Background: an optimization exercise with open tools, aiming at small area, a short achievable clock period and few clock cycles. Do not read the settings as production practice. Only simulation tests tie the RTL to the original design; equivalence was not proved. No activity file was given, so power comes from the tool's default toggle rates.

==> flow/design.v (excerpt) <==
module core_top
(
	input  wire     clk,
	input  wire     i_rst_n,
	output core_pkg::word_t   o_i_addr,
	input  core_pkg::word_t   i_i_inst,
	output logic    o_d_we,
	output core_pkg::word_t   o_d_addr,
	output core_pkg::word_t   o_d_wdata,
	input  core_pkg::word_t   i_d_rdata,
	output core_pkg::status_t o_status,
	output logic    o_status_valid
);
For scale: about 4,700 cells after synthesis, about 170 I/O pins.
==> flow/config.mk <==
export PLATFORM = sky130hd
export DESIGN_NAME = core_top
export DESIGN_NICKNAME = core_top
export VERILOG_FILES = /design/flow/design.v
export SDC_FILE = /design/flow/constraint.sdc
export NUM_CORES = 4
export LEC_CHECK = 0
export CAP_MARGIN = 20
export CELL_PAD_IN_SITES_DETAIL_PLACEMENT = 1
export CELL_PAD_IN_SITES_GLOBAL_PLACEMENT = 1
export CORE_MARGIN = 2
export CORE_UTILIZATION = 30
export CTS_BUF_LIST = sky130_fd_sc_hd__clkbuf_8
export PLACE_DENSITY = 0.5
export SLEW_MARGIN = 20
==> flow/constraint.sdc <==
create_clock -name core_clock -period 12.0 [get_ports {clk}]
set_input_delay 2.4000 -clock core_clock [delete_from_list [all_inputs] [get_ports {clk}]]
set_output_delay 2.4000 -clock core_clock [all_outputs]
set_load 0.01 [all_outputs]
standard.sh (not shown) runs the stock make flow with config.mk's settings and CLKGATE_MAP_FILE= SYNTH_SCRIPT=/design/flow/synth_recipe.tcl, a recipe that flattens the netlist after the stock synthesis.
==> flow/flow/run.sh <==
#!/bin/bash
# Own flow: the standard layout (standard.sh, unchanged synthesis) with a
# larger setup margin for the resizer's timing repair, so that repair works
# towards a shorter period than the design's clock, and ports buffered with
# a plain buffer cell. The clock, the SDC and every other setting are the standard flow's.
# make's output goes to standard.log here; ORFS keeps each step's log under
# orfs/logs.
set -euo pipefail
cd "$(dirname "$0")/.."
export SETUP_SLACK_MARGIN="$(cat flow/margin.txt)"
export BUFFER_PORTS_ARGS="-buffer_cell sky130_fd_sc_hd__buf_2"
bash standard.sh > standard.log 2>&1
==> flow/flow/margin.txt <==
7.5
The starting point finished with timing, DRC and antenna clean.
Testbench counts at the start, summed over its fixed seeds: cycles 18,611.
Rerun with:
==> flow/flow/margin.txt (replaced) <==
6.6
--- a/flow/config.mk
+++ b/flow/config.mk
@@ -12,3 +12,4 @@
-export CORE_UTILIZATION = 30
-export CTS_BUF_LIST = sky130_fd_sc_hd__clkbuf_8
-export PLACE_DENSITY = 0.5
+export CORE_UTILIZATION = 45
+export CTS_CLUSTER_DIAMETER = 80
+export CTS_CLUSTER_SIZE = 20
+export PLACE_DENSITY = 0.55
Die area drops by 33%.
Utilization climbs by 14 points.
Global-route usage climbs by 12 points.
Routed wire length drops by 9.4%.
Hold slack gains 0.013 ns.

core_top again, from the RTL that the note above started with.
Settings: LEC_CHECK=0, CAP_MARGIN=20, CELL_PAD_IN_SITES_DETAIL_PLACEMENT=1, CELL_PAD_IN_SITES_GLOBAL_PLACEMENT=1, CORE_MARGIN=2, CORE_UTILIZATION=55, CTS_CLUSTER_DIAMETER=80, CTS_CLUSTER_SIZE=20, PLACE_DENSITY=0.65, SLEW_MARGIN=20; clock period 12.0 ns.
==> flow/flow/margin.txt <==
7.0
Scripts as last shown in full above: flow/flow/run.sh
Testbench counts at the start, summed over its fixed seeds: cycles 18,611.
Edit:
==> flow/flow/margin.txt (replaced) <==
6.8
CORE_UTILIZATION = 45   (was 55)
CTS_CLUSTER_DIAMETER = default   (was 80)
CTS_CLUSTER_SIZE = default   (was 20)
PLACE_DENSITY = 0.55   (was 0.65)
Routed wire length came out higher by 5.8%.
Cell count is higher by 6.4%.
Total power came out higher by 18%.
Global-route usage came out lower by 6.5 points.
Die area went up by 22%.
Edit:
==> flow/flow/margin.txt (replaced) <==
6.9
CORE_UTILIZATION = 50   (was 45)
CTS_CLUSTER_DIAMETER = 80   (was default)
CTS_CLUSTER_SIZE = 20   (was default)
PLACE_DENSITY = 0.6   (was 0.55)
Result:
- synthesized cell count is unchanged
- power fell by 14%
- worst setup slack gains 0.11 ns
- fmax rose by 2.0%
- sequential power hardly moves
- worst hold slack loses 0.040 ns
- first-iteration DRC count rose by 4.4%
- clock-buffer cell count fell by 81
- utilization rose by 3.4 points
- routed wire length fell by 3.9%
- final cell count fell by 4.3%

-- afterwards: timing with drivers on the ports --
The results above use ideal ports. As a check the final layouts listed here were re-extracted and re-timed, cells and wires unchanged. Step 1, drivers: a clkbuf_16 drives clk and a buf_2 each remaining input, both assumed. Step 2, shift: input delay + t, output delay - t, t = (earliest + latest rising clock arrival at the registers) / 2. This alone moves slack from input paths to output paths. Slacks: no drivers / after step 1 / after step 2; pairs: no drivers / after step 1.
| run | t (ns) | setup WS [ns] | latest minus earliest clock arrival (ns) |
|---|---|---|---|
| the first run of note 1 | 1.096 | 6.247 / 6.159 / 6.355 | 0.080 / 0.080 |
| the second run of note 1 | 0.798 | 6.463 / 6.378 / 5.741 | 0.068 / 0.068 |
| the first run of note 2 | 0.777 | 6.616 / 6.538 / 6.058 | 0.059 / 0.058 |
| the second run of note 2 | 0.869 | 6.617 / 6.531 / 5.861 | 0.041 / 0.041 |
| the third run of note 2 | 0.803 | 6.724 / 6.641 / 5.922 | 0.038 / 0.037 |
After both steps setup and hold are still met in every run listed. For the third run of note 2, which loses most, drivers alone change the setup slack by -0.083 ns; drivers and shift together by -0.802 ns.
